From an optimization exercise on the open Yosys and OpenROAD flow, aimed at small area, a short achievable clock period and few clock cycles; shortcuts taken in it are not production practice.
No functional check of the RTL was part of this run.
No activity file was given, so power comes from the tool's default toggle rates.

<file path="flow/flow/run.sh">
#!/bin/bash
# The standard layout, with timing repair asked to keep SETUP_MARGIN ns of
# setup slack at the design's clock period (the constraints are unchanged),
# so that the resizer works on the paths that set the achieved period.
set -euo pipefail
SETUP_MARGIN=8.7
bash standard.sh SETUP_SLACK_MARGIN=$SETUP_MARGIN finish > orfs_make.log 2>&1
</file>
<file path="flow/constraint.sdc">
create_clock -name core_clock -period 12.5 [get_ports {clk}]
set_input_delay 2.5000 -clock core_clock [delete_from_list [all_inputs] [get_ports {clk}]]
set_output_delay 2.5000 -clock core_clock [all_outputs]
set_load 0.01 [all_outputs]
</file>
<file path="flow/config.mk">
export PLATFORM = sky130hd
export DESIGN_NAME = conv_top
export DESIGN_NICKNAME = conv_top
export VERILOG_FILES = /design/flow/design.v
export SDC_FILE = /design/flow/constraint.sdc
export NUM_CORES = 4
export LEC_CHECK = 0
export CAP_MARGIN = 20
export CORE_MARGIN = 2
export CORE_UTILIZATION = 65
export SLEW_MARGIN = 20
</file>
<file path="flow/standard.sh">
#!/bin/bash
# synth_recipe.tcl (not shown) runs the flow's synth.tcl, then flattens the netlist and writes it again
# the make line also repeats each setting of config.mk as NAME=value (left out here)
make -C /OpenROAD-flow-scripts/flow DESIGN_CONFIG=/design/flow/config.mk WORK_HOME=/design/flow/orfs CLKGATE_MAP_FILE= SYNTH_SCRIPT=/design/flow/synth_recipe.tcl "${@:-finish}"
</file>
<file path="flow/design.v">
package conv_dp_pkg;
    localparam int img_w  = 8;
    localparam int img_h  = 8;
    localparam int k_size = 3;
    localparam int n_taps = k_size * k_size;
    localparam int col_w  = $clog2(img_w);
    localparam int row_w  = $clog2(img_h);
    localparam int pix_w   = 8;
    localparam int wt_w    = 2;
    localparam int scale_w = 8;
    localparam int sum_w   = 13;  
    localparam int res_w   = 21;
    localparam int n_pix = img_w * img_h;
    localparam int n_res = (img_w - k_size + 1) * (img_h - k_size + 1);
    localparam logic [wt_w-1:0] wt_pos = 2'b01;
    localparam logic [wt_w-1:0] wt_neg = 2'b11;
    typedef logic [$clog2(n_pix)-1:0] pix_addr_t;
    typedef logic [5:0]               res_addr_t;
    typedef struct packed {
        logic             valid;
        logic             win_ok;  
        logic [pix_w-1:0] data;
    } pix_t;
    typedef struct packed {
        logic                         valid;
        logic [n_taps-1:0][pix_w-1:0] taps;  
    } win_t;
    typedef struct packed {
        logic                    valid;
        logic signed [res_w-1:0] data;
    } res_t;
    typedef struct packed {
        logic             en;
        pix_addr_t        addr;
        logic [pix_w-1:0] data;
    } feat_wr_t;
endpackage
package conv_cfg_pkg;
    localparam int apb_aw = 12;
    localparam int apb_dw = 32;
    localparam logic [apb_aw-1:0] addr_ctrl    = 12'h000;  
    localparam logic [apb_aw-1:0] addr_status  = 12'h004;  
    localparam logic [apb_aw-1:0] addr_weights = 12'h008;
    localparam logic [apb_aw-1:0] addr_scale   = 12'h00C;
    localparam logic [apb_aw-1:0] feat_base = 12'h100;
    localparam logic [apb_aw-1:0] res_base  = 12'h200;
    localparam int wt_bits = 18;  
    typedef struct packed {
        logic [wt_bits-1:0]              weights;
        logic [7:0]         scale;  
    } conv_cfg_t;
endpackage
module conv_regs (
    input  logic        clk,
    input  logic        rst_n,
    input  logic [11:0] paddr,
    input  logic        psel,
    input  logic        penable,
    input  logic        pwrite,
    input  logic [31:0] pwdata,
    output logic [31:0] prdata,
    output logic        pready,
    output logic        pslverr,
    output logic        feat_we,
    output logic [5:0]  feat_addr,
    output logic [7:0]  feat_data,
    output logic [17:0] weights,
    output logic [3:0]  nneg,
    output logic        step,
    output logic        first,
    output logic [7:0]  bsel,
    output logic [35:0] sel_oh,
    output logic [3:0]  nneg_snap,
    output logic [14:0] booth,
    output logic        rd_res,
    output logic [17:0] misc,
    input  logic [20:0] rdata,
    input  logic [1:0]  rsign
);
    logic [7:0]  scale;
    logic        busy;
    logic        done;
    logic        run_q;
    logic        first_q;
    logic [7:0]  boh;
    logic [5:0]  ptr;
    logic        w1;
    logic        rdy_q;
    logic        acc_q;
    logic        wr_q;
    logic        ctrl_q;
    logic        wts_q;
    logic        scl_q;
    logic        feat_q;
    logic        err_q;
    logic [5:0]  idx_q;
    logic [7:0]  pw_q;
    logic setup;
    logic a_ctrl, a_status, a_wts, a_scl, a_feat, a_res, mapped;
    logic finishing;
    logic [17:0] misc_d;
    assign setup    = psel && !penable;
    assign a_ctrl   = (paddr == 12'h000);
    assign a_status = (paddr == 12'h004);
    assign a_wts    = (paddr == 12'h008);
    assign a_scl    = (paddr == 12'h00C);
    assign a_feat   = (paddr[11:8] == 4'h1) && (paddr[1:0] == 2'b00);
    assign a_res    = (paddr[11:8] == 4'h2) && (paddr[1:0] == 2'b00) && (paddr[7:2] < 6'd36);
    assign mapped   = a_ctrl || a_status || a_wts || a_scl || a_feat || a_res;
    assign finishing = run_q && boh[0];
    always_comb
    begin
        misc_d = '0;
        if (a_status)
            misc_d[1:0] = {done || finishing, busy && !finishing};
        else if (a_wts)
            misc_d = weights;
        else if (a_scl)
            misc_d[7:0] = scale;
    end
    always_ff @(posedge clk)
    begin
        wr_q      <= pwrite;
        ctrl_q    <= a_ctrl;
        wts_q     <= a_wts;
        scl_q     <= a_scl;
        feat_q    <= a_feat;
        err_q     <= !mapped || (a_res && pwrite);
        idx_q     <= paddr[7:2];
        pw_q      <= pwdata[7:0];
    end
    assign rd_res = a_res && !pwrite;
    assign misc   = misc_d;
    assign pready  = rdy_q;
    assign pslverr = err_q;
    assign prdata  = {{6{rsign[1]}}, {5{rsign[0]}}, rdata};
    logic wcommit;
    logic start_now;
    assign wcommit   = acc_q && wr_q;
    assign start_now = setup && a_ctrl && pwrite && pwdata[0] && !(busy && !finishing);
    assign feat_we   = wcommit && feat_q && !busy;
    assign feat_addr = idx_q;
    assign feat_data = pw_q;
    assign step   = run_q;
    assign first  = first_q;
    assign bsel   = boh;
    always_ff @(posedge clk)
        nneg <= 4'(weights[1] & weights[0]) + 4'(weights[3] & weights[2])
              + 4'(weights[5] & weights[4]) + 4'(weights[7] & weights[6])
              + 4'(weights[9] & weights[8]) + 4'(weights[11] & weights[10])
              + 4'(weights[13] & weights[12]) + 4'(weights[15] & weights[14])
              + 4'(weights[17] & weights[16]);
    logic [10:0] sx;
    logic [14:0] booth_d;
    assign sx = {2'b00, scale, 1'b0};
    always_comb
    begin
        for (int i = 0; i < 5; i++)
        begin
            booth_d[3*i]   = sx[2*i+1] ^ sx[2*i];                                    
            booth_d[3*i+1] = (sx[2*i+2] & !sx[2*i+1] & !sx[2*i])
                           | (!sx[2*i+2] & sx[2*i+1] & sx[2*i]);                     
            booth_d[3*i+2] = sx[2*i+2] & !(sx[2*i+1] & sx[2*i]);                    
        end
    end
    always_ff @(posedge clk)
    begin
        if (first_q)
        begin
            nneg_snap <= nneg;
            booth     <= booth_d;
        end
    end
    logic res_rd;
    logic hit;
    assign res_rd = setup && a_res && !pwrite;
    assign hit    = (paddr[7:2] == ptr);
    always_ff @(posedge clk or negedge rst_n)
    begin
        if (!rst_n)
        begin
            acc_q   <= 1'b0;
            weights <= '0;
            scale   <= '0;
            busy    <= 1'b0;
            done    <= 1'b0;
            run_q   <= 1'b0;
            first_q <= 1'b0;
            boh     <= 8'b1;
            sel_oh  <= 36'b1;
            ptr     <= '0;
            w1      <= 1'b0;
            rdy_q   <= 1'b1;
        end
        else
        begin
            acc_q <= setup;
            if (wcommit && wts_q)
                weights <= pwdata[17:0];
            if (wcommit && scl_q)
                scale <= pwdata[7:0];
            first_q <= start_now;
            if (start_now)
            begin
                busy   <= 1'b1;
                done   <= 1'b0;
                run_q  <= 1'b1;
                boh    <= 8'b10;
            end
            else if (run_q)
            begin
                if (!finishing)
                    boh <= {boh[6:0], boh[7]};
                if (finishing)
                begin
                    run_q <= 1'b0;
                    busy  <= 1'b0;
                    done  <= 1'b1;
                end
            end
            if (start_now)
            begin
                ptr    <= '0;
                sel_oh <= 36'b1;
            end
            else if (res_rd)
            begin
                if (hit)
                begin
                    ptr    <= (ptr == 6'd35) ? 6'd0 : ptr + 6'd1;
                    sel_oh <= {sel_oh[34:0], sel_oh[35]};
                end
                else
                begin
                    ptr    <= paddr[7:2];
                    sel_oh <= 36'b1 << paddr[7:2];
                end
            end
            w1    <= res_rd && !hit;
            rdy_q <= !((res_rd && !hit) || w1);
        end
    end
endmodule
module feature_scan (
    input  logic        clk,
    input  logic        we,
    input  logic [5:0]  waddr,
    input  logic [7:0]  wdata,
    input  logic [7:0]  bsel,
    output logic [63:0] pbits
);
    logic [7:0] mem [64];
    for (genvar p = 0; p < 64; p++)
    begin : g_pix
        always_ff @(posedge clk)
        begin
            if (we && (waddr == 6'(p)))
                mem[p] <= wdata;
        end
        assign pbits[p] = |(mem[p] & bsel);
    end
endmodule
module window_buffer (
    input  logic             clk,
    input  logic [36*12-1:0] sums,
    input  logic [35:0]      sel_oh,     
    input  logic [3:0]       nneg_snap,
    input  logic [14:0]      booth,      
    input  logic             rd_res,     
    input  logic [17:0]      misc,       
    output logic [20:0]      rdata,
    output logic [1:0]       rsign
);
    logic [11:0]        sel;
    logic signed [12:0] p1;
    always_comb
    begin
        sel = '0;
        for (int k = 0; k < 36; k++)
            sel = sel | (sums[k*12 +: 12] & {12{sel_oh[k]}});
    end
    always_ff @(posedge clk)
        p1 <= {5'({1'b0, sel[11:8]} - {1'b0, nneg_snap}), sel[7:0]};
    logic [14:0] pp0;
    logic [14:0] pp1;
    logic [14:0] pp2;
    logic [14:0] pp3;
    logic [14:0] pp4;
    assign pp0 = (({15{booth[0]}} & {{2{p1[12]}}, p1})
                 | ({15{booth[1]}} & {p1[12], p1, 1'b0})) ^ {15{booth[2]}};
    assign pp1 = (({15{booth[3]}} & {{2{p1[12]}}, p1})
                 | ({15{booth[4]}} & {p1[12], p1, 1'b0})) ^ {15{booth[5]}};
    assign pp2 = (({15{booth[6]}} & {{2{p1[12]}}, p1})
                 | ({15{booth[7]}} & {p1[12], p1, 1'b0})) ^ {15{booth[8]}};
    assign pp3 = (({15{booth[9]}} & {{2{p1[12]}}, p1})
                 | ({15{booth[10]}} & {p1[12], p1, 1'b0})) ^ {15{booth[11]}};
    assign pp4 = (({15{booth[12]}} & {{2{p1[12]}}, p1})
                 | ({15{booth[13]}} & {p1[12], p1, 1'b0})) ^ {15{booth[14]}};
    logic s1;
    logic c2;
    logic s3;
    logic c4;
    logic s5;
    logic c6;
    logic s7;
    logic c8;
    logic s9;
    logic c10;
    logic s11;
    logic c12;
    logic s13;
    logic c14;
    logic s15;
    logic c16;
    logic s17;
    logic c18;
    logic s19;
    logic c20;
    logic s21;
    logic c22;
    logic s23;
    logic c24;
    logic s25;
    logic c26;
    logic s27;
    logic c28;
    logic s29;
    logic c30;
    logic s31;
    logic c32;
    logic s33;
    logic c34;
    logic s35;
    logic c36;
    logic s37;
    logic c38;
    logic s39;
    logic c40;
    logic s41;
    logic c42;
    logic s43;
    logic c44;
    logic s45;
    logic c46;
    logic s47;
    logic c48;
    logic s49;
    logic c50;
    logic s51;
    logic c52;
    logic s53;
    logic c54;
    logic s55;
    logic c56;
    logic s57;
    logic c58;
    logic s59;
    logic c60;
    logic s61;
    logic c62;
    logic s63;
    logic c64;
    logic s65;
    logic c66;
    logic s67;
    logic c68;
    logic s69;
    logic c70;
    logic s71;
    logic c72;
    logic s73;
    logic c74;
    logic s75;
    logic c76;
    logic s77;
    logic c78;
    logic s79;
    logic c80;
    logic s81;
    logic c82;
    logic s83;
    logic c84;
    logic s85;
    logic c86;
    logic s87;
    logic c88;
    logic s89;
    logic c90;
    logic s91;
    logic c92;
    logic s93;
    logic c94;
    logic s95;
    logic c96;
    logic s97;
    logic c98;
    assign s1 = booth[5] ^ pp0[2] ^ pp1[0];
    assign c2 = (booth[5] & pp0[2]) | (booth[5] & pp1[0]) | (pp0[2] & pp1[0]);
    assign s3 = booth[8] ^ pp0[4] ^ pp1[2];
    assign c4 = (booth[8] & pp0[4]) | (booth[8] & pp1[2]) | (pp0[4] & pp1[2]);
    assign s5 = pp0[5] ^ pp1[3] ^ pp2[1];
    assign c6 = (pp0[5] & pp1[3]) | (pp0[5] & pp2[1]) | (pp1[3] & pp2[1]);
    assign s7 = booth[11] ^ pp0[6] ^ pp1[4];
    assign c8 = (booth[11] & pp0[6]) | (booth[11] & pp1[4]) | (pp0[6] & pp1[4]);
    assign s9 = pp0[7] ^ pp1[5] ^ pp2[3];
    assign c10 = (pp0[7] & pp1[5]) | (pp0[7] & pp2[3]) | (pp1[5] & pp2[3]);
    assign s11 = pp0[8] ^ pp1[6] ^ pp2[4];
    assign c12 = (pp0[8] & pp1[6]) | (pp0[8] & pp2[4]) | (pp1[6] & pp2[4]);
    assign s13 = pp0[9] ^ pp1[7] ^ pp2[5];
    assign c14 = (pp0[9] & pp1[7]) | (pp0[9] & pp2[5]) | (pp1[7] & pp2[5]);
    assign s15 = pp0[10] ^ pp1[8] ^ pp2[6];
    assign c16 = (pp0[10] & pp1[8]) | (pp0[10] & pp2[6]) | (pp1[8] & pp2[6]);
    assign s17 = pp0[11] ^ pp1[9] ^ pp2[7];
    assign c18 = (pp0[11] & pp1[9]) | (pp0[11] & pp2[7]) | (pp1[9] & pp2[7]);
    assign s19 = pp0[12] ^ pp1[10] ^ pp2[8];
    assign c20 = (pp0[12] & pp1[10]) | (pp0[12] & pp2[8]) | (pp1[10] & pp2[8]);
    assign s21 = pp0[13] ^ pp1[11] ^ pp2[9];
    assign c22 = (pp0[13] & pp1[11]) | (pp0[13] & pp2[9]) | (pp1[11] & pp2[9]);
    assign s23 = 1'b1 ^ ~pp0[14] ^ pp1[12];
    assign c24 = (1'b1 & ~pp0[14]) | (1'b1 & pp1[12]) | (~pp0[14] & pp1[12]);
    assign s25 = pp2[10] ^ pp3[8] ^ pp4[6];
    assign c26 = (pp2[10] & pp3[8]) | (pp2[10] & pp4[6]) | (pp3[8] & pp4[6]);
    assign s27 = 1'b1 ^ pp1[13] ^ pp2[11];
    assign c28 = (1'b1 & pp1[13]) | (1'b1 & pp2[11]) | (pp1[13] & pp2[11]);
    assign s29 = ~pp1[14] ^ pp2[12] ^ pp3[10];
    assign c30 = (~pp1[14] & pp2[12]) | (~pp1[14] & pp3[10]) | (pp2[12] & pp3[10]);
    assign s31 = 1'b1 ^ pp2[13] ^ pp3[11];
    assign c32 = (1'b1 & pp2[13]) | (1'b1 & pp3[11]) | (pp2[13] & pp3[11]);
    assign s33 = ~pp2[14] ^ pp3[12] ^ pp4[10];
    assign c34 = (~pp2[14] & pp3[12]) | (~pp2[14] & pp4[10]) | (pp3[12] & pp4[10]);
    assign s35 = 1'b1 ^ pp3[13] ^ pp4[11];
    assign c36 = (1'b1 & pp3[13]) | (1'b1 & pp4[11]) | (pp3[13] & pp4[11]);
    assign s37 = pp0[3] ^ pp1[1] ^ c2;
    assign c38 = (pp0[3] & pp1[1]) | (pp0[3] & c2) | (pp1[1] & c2);
    assign s39 = pp2[2] ^ pp3[0] ^ c6;
    assign c40 = (pp2[2] & pp3[0]) | (pp2[2] & c6) | (pp3[0] & c6);
    assign s41 = pp3[1] ^ c8 ^ s9;
    assign c42 = (pp3[1] & c8) | (pp3[1] & s9) | (c8 & s9);
    assign s43 = pp3[2] ^ pp4[0] ^ c10;
    assign c44 = (pp3[2] & pp4[0]) | (pp3[2] & c10) | (pp4[0] & c10);
    assign s45 = pp3[3] ^ pp4[1] ^ c12;
    assign c46 = (pp3[3] & pp4[1]) | (pp3[3] & c12) | (pp4[1] & c12);
    assign s47 = pp3[4] ^ pp4[2] ^ c14;
    assign c48 = (pp3[4] & pp4[2]) | (pp3[4] & c14) | (pp4[2] & c14);
    assign s49 = pp3[5] ^ pp4[3] ^ c16;
    assign c50 = (pp3[5] & pp4[3]) | (pp3[5] & c16) | (pp4[3] & c16);
    assign s51 = pp3[6] ^ pp4[4] ^ c18;
    assign c52 = (pp3[6] & pp4[4]) | (pp3[6] & c18) | (pp4[4] & c18);
    assign s53 = pp3[7] ^ pp4[5] ^ c20;
    assign c54 = (pp3[7] & pp4[5]) | (pp3[7] & c20) | (pp4[5] & c20);
    assign s55 = c22 ^ s23 ^ s25;
    assign c56 = (c22 & s23) | (c22 & s25) | (s23 & s25);
    assign s57 = pp3[9] ^ pp4[7] ^ c24;
    assign c58 = (pp3[9] & pp4[7]) | (pp3[9] & c24) | (pp4[7] & c24);
    assign s59 = pp4[8] ^ c28 ^ s29;
    assign c60 = (pp4[8] & c28) | (pp4[8] & s29) | (c28 & s29);
    assign s61 = pp4[9] ^ c30 ^ s31;
    assign c62 = (pp4[9] & c30) | (pp4[9] & s31) | (c30 & s31);
    assign s63 = ~pp3[14] ^ pp4[12] ^ c36;
    assign c64 = (~pp3[14] & pp4[12]) | (~pp3[14] & c36) | (pp4[12] & c36);
    assign s65 = pp2[0] ^ s3 ^ c38;
    assign c66 = (pp2[0] & s3) | (pp2[0] & c38) | (s3 & c38);
    assign s67 = s11 ^ c42 ^ s43;
    assign c68 = (s11 & c42) | (s11 & s43) | (c42 & s43);
    assign s69 = s13 ^ c44 ^ s45;
    assign c70 = (s13 & c44) | (s13 & s45) | (c44 & s45);
    assign s71 = s15 ^ c46 ^ s47;
    assign c72 = (s15 & c46) | (s15 & s47) | (c46 & s47);
    assign s73 = s17 ^ c48 ^ s49;
    assign c74 = (s17 & c48) | (s17 & s49) | (c48 & s49);
    assign s75 = s19 ^ c50 ^ s51;
    assign c76 = (s19 & c50) | (s19 & s51) | (c50 & s51);
    assign s77 = s21 ^ c52 ^ s53;
    assign c78 = (s21 & c52) | (s21 & s53) | (c52 & s53);
    assign s79 = c26 ^ s27 ^ c56;
    assign c80 = (c26 & s27) | (c26 & c56) | (s27 & c56);
    assign s81 = c32 ^ s33 ^ c62;
    assign c82 = (c32 & s33) | (c32 & c62) | (s33 & c62);
    assign s83 = c4 ^ s5 ^ c66;
    assign c84 = (c4 & s5) | (c4 & c66) | (s5 & c66);
    assign s85 = c54 ^ s55 ^ c78;
    assign c86 = (c54 & s55) | (c54 & c78) | (s55 & c78);
    assign s87 = c58 ^ s59 ^ c80;
    assign c88 = (c58 & s59) | (c58 & c80) | (s59 & c80);
    assign s89 = c34 ^ s35 ^ c82;
    assign c90 = (c34 & s35) | (c34 & c82) | (s35 & c82);
    assign s91 = s7 ^ s39 ^ c84;
    assign c92 = (s7 & s39) | (s7 & c84) | (s39 & c84);
    assign s93 = s57 ^ s79 ^ c86;
    assign c94 = (s57 & s79) | (s57 & c86) | (s79 & c86);
    assign s95 = c60 ^ s61 ^ c88;
    assign c96 = (c60 & s61) | (c60 & c88) | (s61 & c88);
    assign s97 = c40 ^ s41 ^ c92;
    assign c98 = (c40 & s41) | (c40 & c92) | (s41 & c92);
    logic [20:0] ra, rb;
    assign ra = {s63, s89, s81, s95, s87, s93, s85, c76, c74, c72, c70, c68, c98, s97, s91, s83, s65, s37, s1, pp0[1], booth[2]};
    assign rb = {c90, 1'b0, c96, 1'b0, c94, 1'b0, 1'b0, s77, s75, s73, s71, s69, s67, 1'b0, 1'b0, 1'b0, 1'b0, 1'b0, 1'b0, 1'b0, pp0[0]};
    logic [20:0] kg0, kp0;
    assign kg0 = ra & rb;
    assign kp0 = ra ^ rb;
    logic [20:0] kg1, kp1;
    for (genvar b = 0; b < 21; b++)
    begin : g_ks0
        if (b >= 1)
        begin : g_op
            assign kg1[b] = kg0[b] | (kp0[b] & kg0[b-1]);
            assign kp1[b] = kp0[b] & kp0[b-1];
        end
        else
        begin : g_pass
            assign kg1[b] = kg0[b];
            assign kp1[b] = kp0[b];
        end
    end
    logic [20:0] kg2, kp2;
    for (genvar b = 0; b < 21; b++)
    begin : g_ks1
        if (b >= 2)
        begin : g_op
            assign kg2[b] = kg1[b] | (kp1[b] & kg1[b-2]);
            assign kp2[b] = kp1[b] & kp1[b-2];
        end
        else
        begin : g_pass
            assign kg2[b] = kg1[b];
            assign kp2[b] = kp1[b];
        end
    end
    logic [20:0] kg3, kp3;
    for (genvar b = 0; b < 21; b++)
    begin : g_ks2
        if (b >= 4)
        begin : g_op
            assign kg3[b] = kg2[b] | (kp2[b] & kg2[b-4]);
            assign kp3[b] = kp2[b] & kp2[b-4];
        end
        else
        begin : g_pass
            assign kg3[b] = kg2[b];
            assign kp3[b] = kp2[b];
        end
    end
    logic [20:0] kg4, kp4;
    for (genvar b = 0; b < 21; b++)
    begin : g_ks3
        if (b >= 8)
        begin : g_op
            assign kg4[b] = kg3[b] | (kp3[b] & kg3[b-8]);
            assign kp4[b] = kp3[b] & kp3[b-8];
        end
        else
        begin : g_pass
            assign kg4[b] = kg3[b];
            assign kp4[b] = kp3[b];
        end
    end
    logic [20:0] kg5, kp5;
    for (genvar b = 0; b < 21; b++)
    begin : g_ks4
        if (b >= 16)
        begin : g_op
            assign kg5[b] = kg4[b] | (kp4[b] & kg4[b-16]);
            assign kp5[b] = kp4[b] & kp4[b-16];
        end
        else
        begin : g_pass
            assign kg5[b] = kg4[b];
            assign kp5[b] = kp4[b];
        end
    end
    logic [20:0] prod;
    assign prod = kp0 ^ {kg5[19:0], 1'b0};
    always_ff @(posedge clk)
    begin
        rdata <= rd_res ? prod : {3'b0, misc};
        rsign <= rd_res ? {2{prod[20]}} : 2'b00;
    end
endmodule
module ternary_mac (
    input  logic             clk,
    input  logic [63:0]      pbits,
    input  logic [17:0]      weights,
    input  logic [3:0]       nneg,
    input  logic             step,
    input  logic             first,
    output logic [36*12-1:0] sums     
);
    for (genvar r = 0; r < 6; r++)
    begin : g_r
        for (genvar c = 0; c < 6; c++)
        begin : g_c
            logic [8:0] g;
            logic [3:0] pc;
            logic [3:0] pc_q;
            logic [3:0] cin;
            logic [4:0] t;
            logic [7:0] low;
            logic [3:0] cy;
            for (genvar i = 0; i < 3; i++)
            begin : g_i
                for (genvar j = 0; j < 3; j++)
                begin : g_j
                    assign g[3*i+j] = weights[2*(3*i+j)]
                                      & (pbits[(r+i)*8 + c + j] ^ weights[2*(3*i+j)+1]);
                end
            end
            logic sa, ca, sb, cb, sc, cc, cd, se, ce, cf;
            assign sa = g[0] ^ g[1] ^ g[2];
            assign ca = (g[0] & g[1]) | (g[0] & g[2]) | (g[1] & g[2]);
            assign sb = g[3] ^ g[4] ^ g[5];
            assign cb = (g[3] & g[4]) | (g[3] & g[5]) | (g[4] & g[5]);
            assign sc = g[6] ^ g[7] ^ g[8];
            assign cc = (g[6] & g[7]) | (g[6] & g[8]) | (g[7] & g[8]);
            assign pc[0] = sa ^ sb ^ sc;
            assign cd    = (sa & sb) | (sa & sc) | (sb & sc);
            assign se    = ca ^ cb ^ cc;
            assign ce    = (ca & cb) | (ca & cc) | (cb & cc);
            assign pc[1] = se ^ cd;
            assign cf    = se & cd;
            assign pc[2] = ce ^ cf;
            assign pc[3] = ce & cf;
            assign cin = first ? nneg : cy;
            assign t   = 5'(pc_q) + 5'(cin);
            always_ff @(posedge clk)
            begin
                pc_q <= pc;
                if (step)
                begin
                    low <= {t[0], low[7:1]};
                    cy  <= t[4:1];
                end
            end
            assign sums[(6*r+c)*12 +: 12] = {cy, low};
        end
    end
endmodule
module conv_top (
    input  logic        clk,
    input  logic        rst_n,
    input  logic [11:0] paddr,
    input  logic        psel,
    input  logic        penable,
    input  logic        pwrite,
    input  logic [31:0] pwdata,
    output logic [31:0] prdata,
    output logic        pready,
    output logic        pslverr
);
    logic        feat_we;
    logic [5:0]  feat_addr;
    logic [7:0]  feat_data;
    logic [17:0] weights;
    logic [3:0]  nneg;
    logic        step;
    logic        first;
    logic [7:0]  bsel;
    logic [35:0] sel_oh;
    logic [3:0]  nneg_snap;
    logic [14:0] booth;
    logic        rd_res;
    logic [17:0] misc;
    logic [20:0] rdata;
    logic [1:0]  rsign;
    logic [63:0] pbits;
    logic [36*12-1:0] sums;
    conv_regs u_regs (
        .clk        (clk),
        .rst_n      (rst_n),
        .paddr      (paddr),
        .psel       (psel),
        .penable    (penable),
        .pwrite     (pwrite),
        .pwdata     (pwdata),
        .prdata     (prdata),
        .pready     (pready),
        .pslverr    (pslverr),
        .feat_we    (feat_we),
        .feat_addr  (feat_addr),
        .feat_data  (feat_data),
        .weights    (weights),
        .nneg       (nneg),
        .step       (step),
        .first      (first),
        .bsel       (bsel),
        .sel_oh     (sel_oh),
        .nneg_snap  (nneg_snap),
        .booth      (booth),
        .rd_res     (rd_res),
        .misc       (misc),
        .rdata      (rdata),
        .rsign      (rsign)
    );
    feature_scan u_scan (
        .clk    (clk),
        .we     (feat_we),
        .waddr  (feat_addr),
        .wdata  (feat_data),
        .bsel   (bsel),
        .pbits  (pbits)
    );
    ternary_mac u_mac (
        .clk     (clk),
        .pbits   (pbits),
        .weights (weights),
        .nneg    (nneg),
        .step    (step),
        .first   (first),
        .sums    (sums)
    );
    window_buffer u_rd (
        .clk        (clk),
        .sums       (sums),
        .sel_oh     (sel_oh),
        .nneg_snap  (nneg_snap),
        .booth      (booth),
        .rd_res     (rd_res),
        .misc       (misc),
        .rdata      (rdata),
        .rsign      (rsign)
    );
endmodule
</file>
==> metrics.csv <==
stage;metric;value;unit
sta;slew_viol_final;0;
routing;drc;0;
sta;finalHoldViolations;0;
critical_path;worstSetupPathType;reg2reg;
cts;cts_hold_buf;0;
sta;worst_slew_pin_slew;1.20;ns
critical_path;cp_max_fo;6;
cts;clock_latency;0.77;ns
routing;first_iter_violations;4593;
sta;fin_crit_sh;34.9;%
layout;instances_no_fill;6302;
global_route;grt_util_met2;55.8;%
cts;numCtsBuffers;131;
critical_path;cp-start-kind;register;
routing;wire_per_inst;28.0;um
global_route;grt_busiest_layer;met2;
routing;vias;39700;
synthesis;avgSynthCellArea;12.8;um^2
placed_design;place.gp.congestion;0.984;
cts;clk_pin_slew;0.06;ns
sta;maxSlewHeadroom;19.5;%
power_and_ir_drop;clkPwrFrac;38.5;%
routing;ant_nets;0;
sta;fmax;229;MHz
layout;nFillCells;6195;
cts;clock_path_buffers;3;
synthesis;ys_async_sr_fraction;6.67;%
global_route;grt_pass1_vias;39200;
cts;cts_tree;done;
layout;fin_nets;5496;
sta;min_period;4.37;ns
synthesis;synthCells;4835;
synthesis;synth_edf_count;961;
global_route;grt_max_degree;100;
sta;setup_viol;0;
power_and_ir_drop;p_int;7.45;mW
critical_path;rr_worst_depth;20;
power_and_ir_drop;p_per_area;144;mW/mm^2
run_status;status;timing/DRC/antenna clean;
die;die_area;0.0974;mm^2
sta;finClkSkew;0.0323;ns
die;fp.dieH;312;um
global_route;grt_use_met3;7.47;%
layout;drive_gt1_share;12.1;%
synthesis;ys_seq_area_share;56.7;%
global_route;grt_util_all_layers;36.5;%
cts;root_buffer;clkbuf_16;
critical_path;worstPathRequired;13.20;ns
synthesis;ys_seq_elements;1245;
critical_path;r2r_start;u_regs.booth[0]$_DFFE_PP_;
power_and_ir_drop;switching_share;25.4;%
critical_path;cp-end-kind;register;
critical_path;r2r_slack;8.13;ns
cts;htreeDepth;4;
die;ios;83;
job;drv_cap;0;
synthesis;netlist_area;0.0617;mm^2
routing;routed_wl;176000;um
die;die_w;312;um
placed_design;dp_hpwl;112000;um
placed_design;place_inst;5938;
placed_design;port_buffers;68;
global_route;met1_usage;49.3;%
layout;synthToLayoutAreaGrowth;12.5;%
power_and_ir_drop;p_comb_share;13.5;%
power_and_ir_drop;p_switching;2.54;mW
sta;whs;0.373;ns
synthesis;synthFlopType;edfxtp_1;
cts;cts_sinks;1245;
routing;firstDrtPassIters;7;
hold_path;min_from;u_regs.w1$_DFF_PN0_;
synthesis;synth-warning-count;5;
hold_path;min_path_type;reg2reg;
sta;fin_tns_setup;0;ns
die;row_count;112;
hold_path;hold_depth;1;
global_route;overflow;0;
routing;vias_per_cell;6.29;
global_route;grt_pass1_wl;259000;um
critical_path;r2r_end;u_rd.rdata[11]$_DFF_P_;
sta;rsz0062_at_grt;true;
synthesis;synth_fp_nets;5388;
hold_path;worstHoldEndpoint;u_regs.rdy_q$_DFF_PN1_;
power_and_ir_drop;p_leak;26.6;nW
die;start_util;65.9;%
global_route;antenna_found_initial;7;
power_and_ir_drop;seqPwrFrac;48.0;%
die;core;0.0936;mm^2
synthesis;synth.distinct_cells;66;
power_and_ir_drop;peakVddDrop;0.147;mV
layout;layout_common_cells;edfxtp_1 (961), inv_1 (473), a22oi_1 (443), xor2_1 (342), fa_1 (250);
layout;layout_commonest_cell;edfxtp_1;
critical_path;cp.arrival;5.07;ns
[timing repair]
item	CTS	global route
buffers inserted	95	25
resized for setup	293	71
hold endpoints to repair	0	0
pin swaps	73	61
setup endpoints to repair	256	171
cloned	3	3
[metal layers]
layer | vias up | wire length, um
met4 | 2 | 11400
met2 | 2088 | 80400
met1 | 19800 | 67900
met5 | - | 13
met3 | 496 | 16500
li1 | 17300 | -
[cells in the mapped netlist (all sizes together) (80+ instances only)]
library cell	instances	area, um^2
edfxtp	961	28900
inv	487	1830
a22oi	454	3420
xor2	350	3070
fa	265	5310
ha	239	2990
and2	233	1460
clkbuf	233	875
nand2	220	826
o21ai	217	1090
dfxtp	201	4020
a21oi	132	661
xnor2	131	1150
nand4	115	719
nor2	94	358
dfrtp	80	2000
[sequential cells by signal, indices dropped and copies added (netlist names), 6 cells and up]
| signal | cells |
|---|---|
| u_mac.g_r.g_c.cy | 144 |
| u_mac.g_r.g_c.low | 288 |
| u_mac.g_r.g_c.pc_q | 144 |
| u_rd.p1 | 13 |
| u_rd.rdata | 21 |
| u_regs.boh | 8 |
| u_regs.booth | 13 |
| u_regs.idx_q | 6 |
| u_regs.ptr | 6 |
| u_regs.pw_q | 8 |
| u_regs.scale | 8 |
| u_regs.sel_oh | 36 |
| u_regs.weights | 18 |
| u_scan.mem | 512 |
[worst max-delay path: stages, from the launching register on]
cell	delay, ns
edfxtp_1	0.39
buf_6	0.16
a22oi_2	0.20
xnor2_1	0.12
fa_1	0.51
fa_2	0.20
inv_2	0.04
fa_2	0.33
inv_2	0.06
fa_2	0.18
inv_2	0.04
fa_2	0.52
and4bb_2	0.25
buf_6	0.11
o2111ai_4	0.10
buf_4	0.17
buf_6	0.11
o21ai_4	0.17
a31oi_1	0.13
xnor2_1	0.34
a22o_1	0.19
[final cells by class]
| class | instances | area [um^2] | share of cell area (%) |
|---|---|---|---|
| diodes | 1 | 2.50 | 0.00361 |
| clock buffers | 166 | 3470 | 5.01 |
| flip-flops and latches | 1245 | 35000 | 50.5 |
| multi-input cells | 2811 | 24400 | 35.1 |
| repair buffers | 265 | 2380 | 3.43 |
| well taps | 1254 | 1570 | 2.26 |
| clock inverters | 71 | 742 | 1.07 |
| inverters | 489 | 1840 | 2.65 |
[how the worst max path moves through the flow]
stage	start	to	slack (ns)	cells after the start
2_1_floorplan	paddr[4]	u_regs.ptr[2]$_DFFE_PN0P_	8.25	9
3_3_place_gp	paddr[4]	u_regs.ptr[3]$_DFFE_PN0P_	6.18	7
3_5_place_dp	paddr[4]	u_regs.ptr[3]$_DFFE_PN0P_	6.20	7
4_1_cts	u_regs.booth[0]$_DFFE_PP_	u_rd.rdata[15]$_DFF_P_	8.24	21
5_1_grt	u_regs.booth[0]$_DFFE_PP_	u_rd.rdata[17]$_DFF_P_	8.02	18
6_report	u_regs.booth[0]$_DFFE_PP_	u_rd.rdata[11]$_DFF_P_	8.13	20
[kinds of logic (layout without fill, tap and decap cells)]
family | Yosys count | in the layout | share of synthesized area, %
DFF | 1245 | 1245 | 56.7
AOI/OAI and AO/OA | 937 | 937 | 10.2
and+or+nand+nor | 850 | 855 | 7.32
buffers and inverters | 784 | 991 | 4.89
adders and majority gates | 504 | 504 | 13.5
xor gates and xnor gates | 482 | 482 | 6.87
muxes | 33 | 33 | 0.588
other | 0 | 1 | 0
[stage by stage]
step | total power, mW | setup slack [ns] | util (%) | area, um^2
6_report | 10.0 | 8.13 | 74.1 | 69400
3_5_place_dp | 6.08 | 6.20 | 67.8 | 63500
3_3_place_gp | 6.04 | 6.18 | 67.8 | 63500
5_1_grt | 10.3 | 8.02 | 74.1 | 69400
2_1_floorplan | 5.63 | 8.25 | - | 61900
4_1_cts | 9.97 | 8.24 | 73.7 | 69000
[power by group through the flow]
| stage | combinational, mW | clock, mW | sequential (mW) |
|---|---|---|---|
| after floorplan | 0.826 | 0 | 4.80 |
| after global placement | 1.16 | 0 | 4.88 |
| after detailed placement | 1.20 | 0 | 4.88 |
| after CTS | 1.31 | 3.88 | 4.79 |
| after global routing | 1.50 | 4.04 | 4.80 |
| final | 1.35 | 3.85 | 4.80 |

[port drivers added, routing unchanged]
How much do the figures lean on ideal ports? The routed layout below was timed once more, with nothing changed but the port constraints. Step 1 assumes that a clkbuf_16 drives the clock port and a buf_2 every other input. Step 2 moves the port delays by t, midway between the first and last clock arrival at a register: inputs arrive t later, outputs are due t later. That takes back most of the time a late clock gives input paths. a / b / c = ideal ports / drivers / drivers and shift; a / b = the first two.
shift t [ns]: 0.832
slack for setup (ns): 8.132 / 8.132 / 7.855
pins driven straight from the clock port: 1
After both steps this run still meets setup and hold. For this run, drivers alone change the setup slack by 0.000 ns; drivers and shift together by -0.277 ns.
